This is an optimization exercise on Yosys and OpenROAD, whose aim is small area, not a production implementation. Function was checked by simulation only, so behaviour that the tests miss may differ from the original. Power figures rest on the tool's default switching activity, not on a simulated workload.

==> inputs of 01-17 <==
Design modbus_tcp_read_client_framer_unit, start of the top module:
module modbus_tcp_read_client_framer_unit (
  input  wire logic          clk,
  input  wire logic          rst,
  input  wire logic          push,
  output logic               full,
  input  wire logic [1:0]    item_cmd,
  input  wire logic [7:0]    item_function_code,
  input  wire logic [15:0]   item_start_address,
  input  wire logic [15:0]   item_quantity,
  input  wire logic [7:0]    item_rx_byte,
  output logic               empty,
  input  wire logic          pop,
  output logic [1:0]         result_kind,
  output logic [15:0]        result_value,
  output logic [9:0]         result_item_index,
  output logic [2:0]         result_status,
  output logic [31:0]        result_total_count,
  output logic [31:0]        result_failed_count,
  output logic               result_last,
  input  wire logic          cfg_valid,
  output logic               cfg_ready,
  input  wire logic [7:0]    cfg_data
);
export LEC_CHECK = 0
export CAP_MARGIN = 20
export CORE_MARGIN = 2
export CORE_UTILIZATION = 40
export SLEW_MARGIN = 20
create_clock -name core_clock -period 8.0 [get_ports {clk}]
standard.sh (not shown) runs the stock make flow with config.mk's settings and CLKGATE_MAP_FILE= SYNTH_SCRIPT=/design/flow/synth_recipe.tcl, a recipe that flattens the netlist after the stock synthesis.
==> flow/flow/run.sh <==
#!/bin/bash
# Standard ORFS layout (the standard.sh, unchanged synthesis), with
#  - the port buffers made from sky130_fd_sc_hd__buf_1 instead of the default buffer
#  - clock tree synthesis from small clock buffers and without dummy loads
# make's full output goes to flow_make.log in this folder; ORFS keeps each
# step's log under orfs/logs.
set -euo pipefail
CTS="-sink_clustering_enable -repair_clock_nets -dont_use_dummy_load -buf_list {sky130_fd_sc_hd__clkbuf_2 sky130_fd_sc_hd__clkbuf_4 sky130_fd_sc_hd__clkbuf_8}"
export BUFFER_PORTS_ARGS="-buffer_cell sky130_fd_sc_hd__buf_1"
export CTS_ARGS="$CTS"
bash standard.sh "BUFFER_PORTS_ARGS=$BUFFER_PORTS_ARGS" "CTS_ARGS=$CTS_ARGS" finish > flow_make.log 2>&1
==> inputs of 07-26, as changes to 01-17 <==
--- a/flow/flow/run.sh
+++ b/flow/flow/run.sh
@@ -7,3 +7,3 @@
 set -euo pipefail
-CTS="-sink_clustering_enable -repair_clock_nets -dont_use_dummy_load -buf_list {sky130_fd_sc_hd__clkbuf_2 sky130_fd_sc_hd__clkbuf_4 sky130_fd_sc_hd__clkbuf_8}"
+CTS="-sink_clustering_enable -repair_clock_nets -dont_use_dummy_load -buf_list {sky130_fd_sc_hd__clkbuf_2 sky130_fd_sc_hd__clkbuf_4}"
 export BUFFER_PORTS_ARGS="-buffer_cell sky130_fd_sc_hd__buf_1"
==> notes <==
- In synthesized area, 07-26 and 01-17 do not differ.
- Sequential share of layout area: 07-26 is higher than 01-17 (0.26 points).
- Of 01-17 and 07-26, 01-17 has the higher hold slack (gap 0.00075 ns).
- In synthesized cell count, 07-26 and 01-17 do not differ.
- Of 01-17 and 07-26, 07-26 has the higher first-iteration DRC count (gap about 1.7%, measured against 07-26).
- In die area, 01-17 and 07-26 do not differ.
- Of 01-17 and 07-26, 07-26 has the higher count of clock-buffer cells in the layout (gap 28).
- Between 01-17 and 07-26, the lower via count is in 01-17 (gap 1.5%, measured against 07-26).
- Combinational power is about the same in 01-17 and 07-26.
- Of 01-17 and 07-26, 07-26 has the higher global-route usage (gap 0.19 points).

==> 06-18: inputs <==
Another version of the RTL of modbus_tcp_read_client_framer_unit (not shown whole).
==> flow/config.mk <==
export PLATFORM = sky130hd
export DESIGN_NAME = modbus_tcp_read_client_framer_unit
export DESIGN_NICKNAME = modbus_tcp_read_client_framer_unit
export VERILOG_FILES = /design/flow/design.v
export SDC_FILE = /design/flow/constraint.sdc
export NUM_CORES = 4
export LEC_CHECK = 0
export CAP_MARGIN = 20
export CORE_MARGIN = 2
export CORE_UTILIZATION = 60
export SLEW_MARGIN = 20
==> flow/constraint.sdc <==
create_clock -name core_clock -period 8.0 [get_ports {clk}]
set_input_delay 1.6000 -clock core_clock [delete_from_list [all_inputs] [get_ports {clk}]]
set_output_delay 1.6000 -clock core_clock [all_outputs]
set_load 0.01 [all_outputs]
==> flow/flow/run.sh <==
#!/bin/bash
# Standard ORFS layout through the standard.sh, with three changes:
#  - synthesis: the standard flow's own synthesis script, but Yosys's abc maps the logic with an
#    area-oriented script (flow/area.script), and adders are left to abc instead of
#    being mapped to full/half adder cells first (ADDER_MAP_FILE empty); flip-flop
#    mapping and names are unchanged
#  - the port buffers are sky130_fd_sc_hd__buf_1
#  - clock tree synthesis uses small clock buffers and no dummy loads
# make's full output goes to flow_make.log in this folder; ORFS keeps each step's
# log under orfs/logs.
set -euo pipefail
HERE=$(pwd)
cat flow/abc_area.tcl synth_recipe.tcl > area_synth.tcl
export FLOW_ABC_SCRIPT=$HERE/flow/area.script
CTS="-sink_clustering_enable -repair_clock_nets -dont_use_dummy_load -buf_list {sky130_fd_sc_hd__clkbuf_4} -sink_clustering_size 10 -sink_clustering_max_diameter 50"
BUF="-buffer_cell sky130_fd_sc_hd__buf_1"
export BUFFER_PORTS_ARGS="$BUF"
export CTS_ARGS="$CTS"
bash standard.sh "SYNTH_SCRIPT=$HERE/area_synth.tcl" "ADDER_MAP_FILE=" "BUFFER_PORTS_ARGS=$BUF" "CTS_ARGS=$CTS" finish > flow_make.log 2>&1
==> flow/flow/abc_area.tcl <==
# Prepended to the standard flow's synthesis script (synth_recipe.tcl): Yosys's abc command maps the
# combinational logic with flow/area.script (area-oriented mapping) instead of ORFS's
# speed script. Everything else, flip-flop mapping included, is the standard synthesis.
proc abc {args} {
  set i [lsearch -exact $args -script]
  if {$i >= 0} {
    lset args [expr {$i + 1}] $::env(FLOW_ABC_SCRIPT)
  }
  puts "abc (area script): $args"
  yosys abc {*}$args
}
==> flow/flow/area.script <==
&get -n
&st
&dc2
&dch -f
&nf -a -p -R 1000 -C 32 -F 8 -A 8
&st
&dc2
&dch -f
&nf -a -p -R 1000 -C 32 -F 8 -A 8
&st
&dc2
&dch -f
&nf -a -p -R 1000 -C 32 -F 8 -A 8
&put
==> 10-13: changes against 06-18 <==
- CORE_UTILIZATION: 60 -> 40
==> comparison table <==
| quantity | 06-18 | 10-13 |
|---|---|---|
| Outcome | complete, no violations | complete, no violations |
| Nets@finish | 1292 | 1296 |
| Hold path startpoint | u_front.unit_address[7] | u_front.unit_address[0] |
| Data required time at the worst endpoint | 8.54 ns | 8.55 ns |
| TritonCTS buffer count | 30 | 31 |
| Clock edge transition at the registers on the reported setup and hold paths | 0.11 ns | 0.10 ns |
| Total core area | 17900 µm² | 26900 µm² |
| Tap cell instance count | 229 | 341 |
| Comb. pwr | 565 µW | 579 µW |
| Biggest cell delay along the critical path | 0.59 ns | 0.58 ns |
| Routed vias | 8776 | 8737 |
| Power after layout | 2.61 mW | 2.64 mW |
| Max IR drop VDD | 0.000141 V | 0.0000853 V |
| Count of buffer and inverter cells on the critical path | 1 | 2 |
| Clk_buf instances | 30 | 31 |
| Length of routed met2 wiring | 12.5 mm | 13.3 mm |
| Gate power share | 21.7% | 22.0% |
| Dpl ws | 0.458 ns | 0.563 ns |
| Total of fill cells in the finished design | 1510 | 2623 |
| Maximum clock rate | 0.140 GHz | 0.138 GHz |
| Post-Route WL | 26.8 mm | 28.9 mm |
| Multi-input gate share of the layout cell area | 36.4% | 35.9% |
| Switching Fraction | 31.3% | 31.8% |
| Worst clock skew | 0.0554 ns | 0.0548 ns |
| Ratio of cells with drive above 1 in the final layout | 4.24% | 4.39% |
| Post-layout minimum cycle time | 7.13 ns | 7.24 ns |

[re-timing with driven ports]
How much do the figures lean on ideal ports? The routed layouts below were timed once more, with nothing changed but the port constraints.
Step 1: set_driving_cell puts a clkbuf_16 on clk and a buf_2 on each other input, an assumption about the parent block.
Step 2 times the ports against the registers' clock, not the clock port: input delays grow and output delays shrink by t, the midpoint of the rising clock arrivals with the driver on.
Three values: ideal, step 1, step 2; two values: the first two.
run	shift t [ns]	setup WS [ns]	pins driven straight from the clock port
01-17	0.579	2.821 / 2.821 / 2.808	1
07-26	0.685	2.856 / 2.856 / 2.787	1
06-18	0.696	0.866 / 0.866 / 0.463	1
10-13	0.730	0.763 / 0.763 / 0.538	1
After both steps every run listed still meets setup and hold. The setup slack of 06-18, which loses most, moves by 0.000 ns with the drivers and by -0.403 ns with both steps.
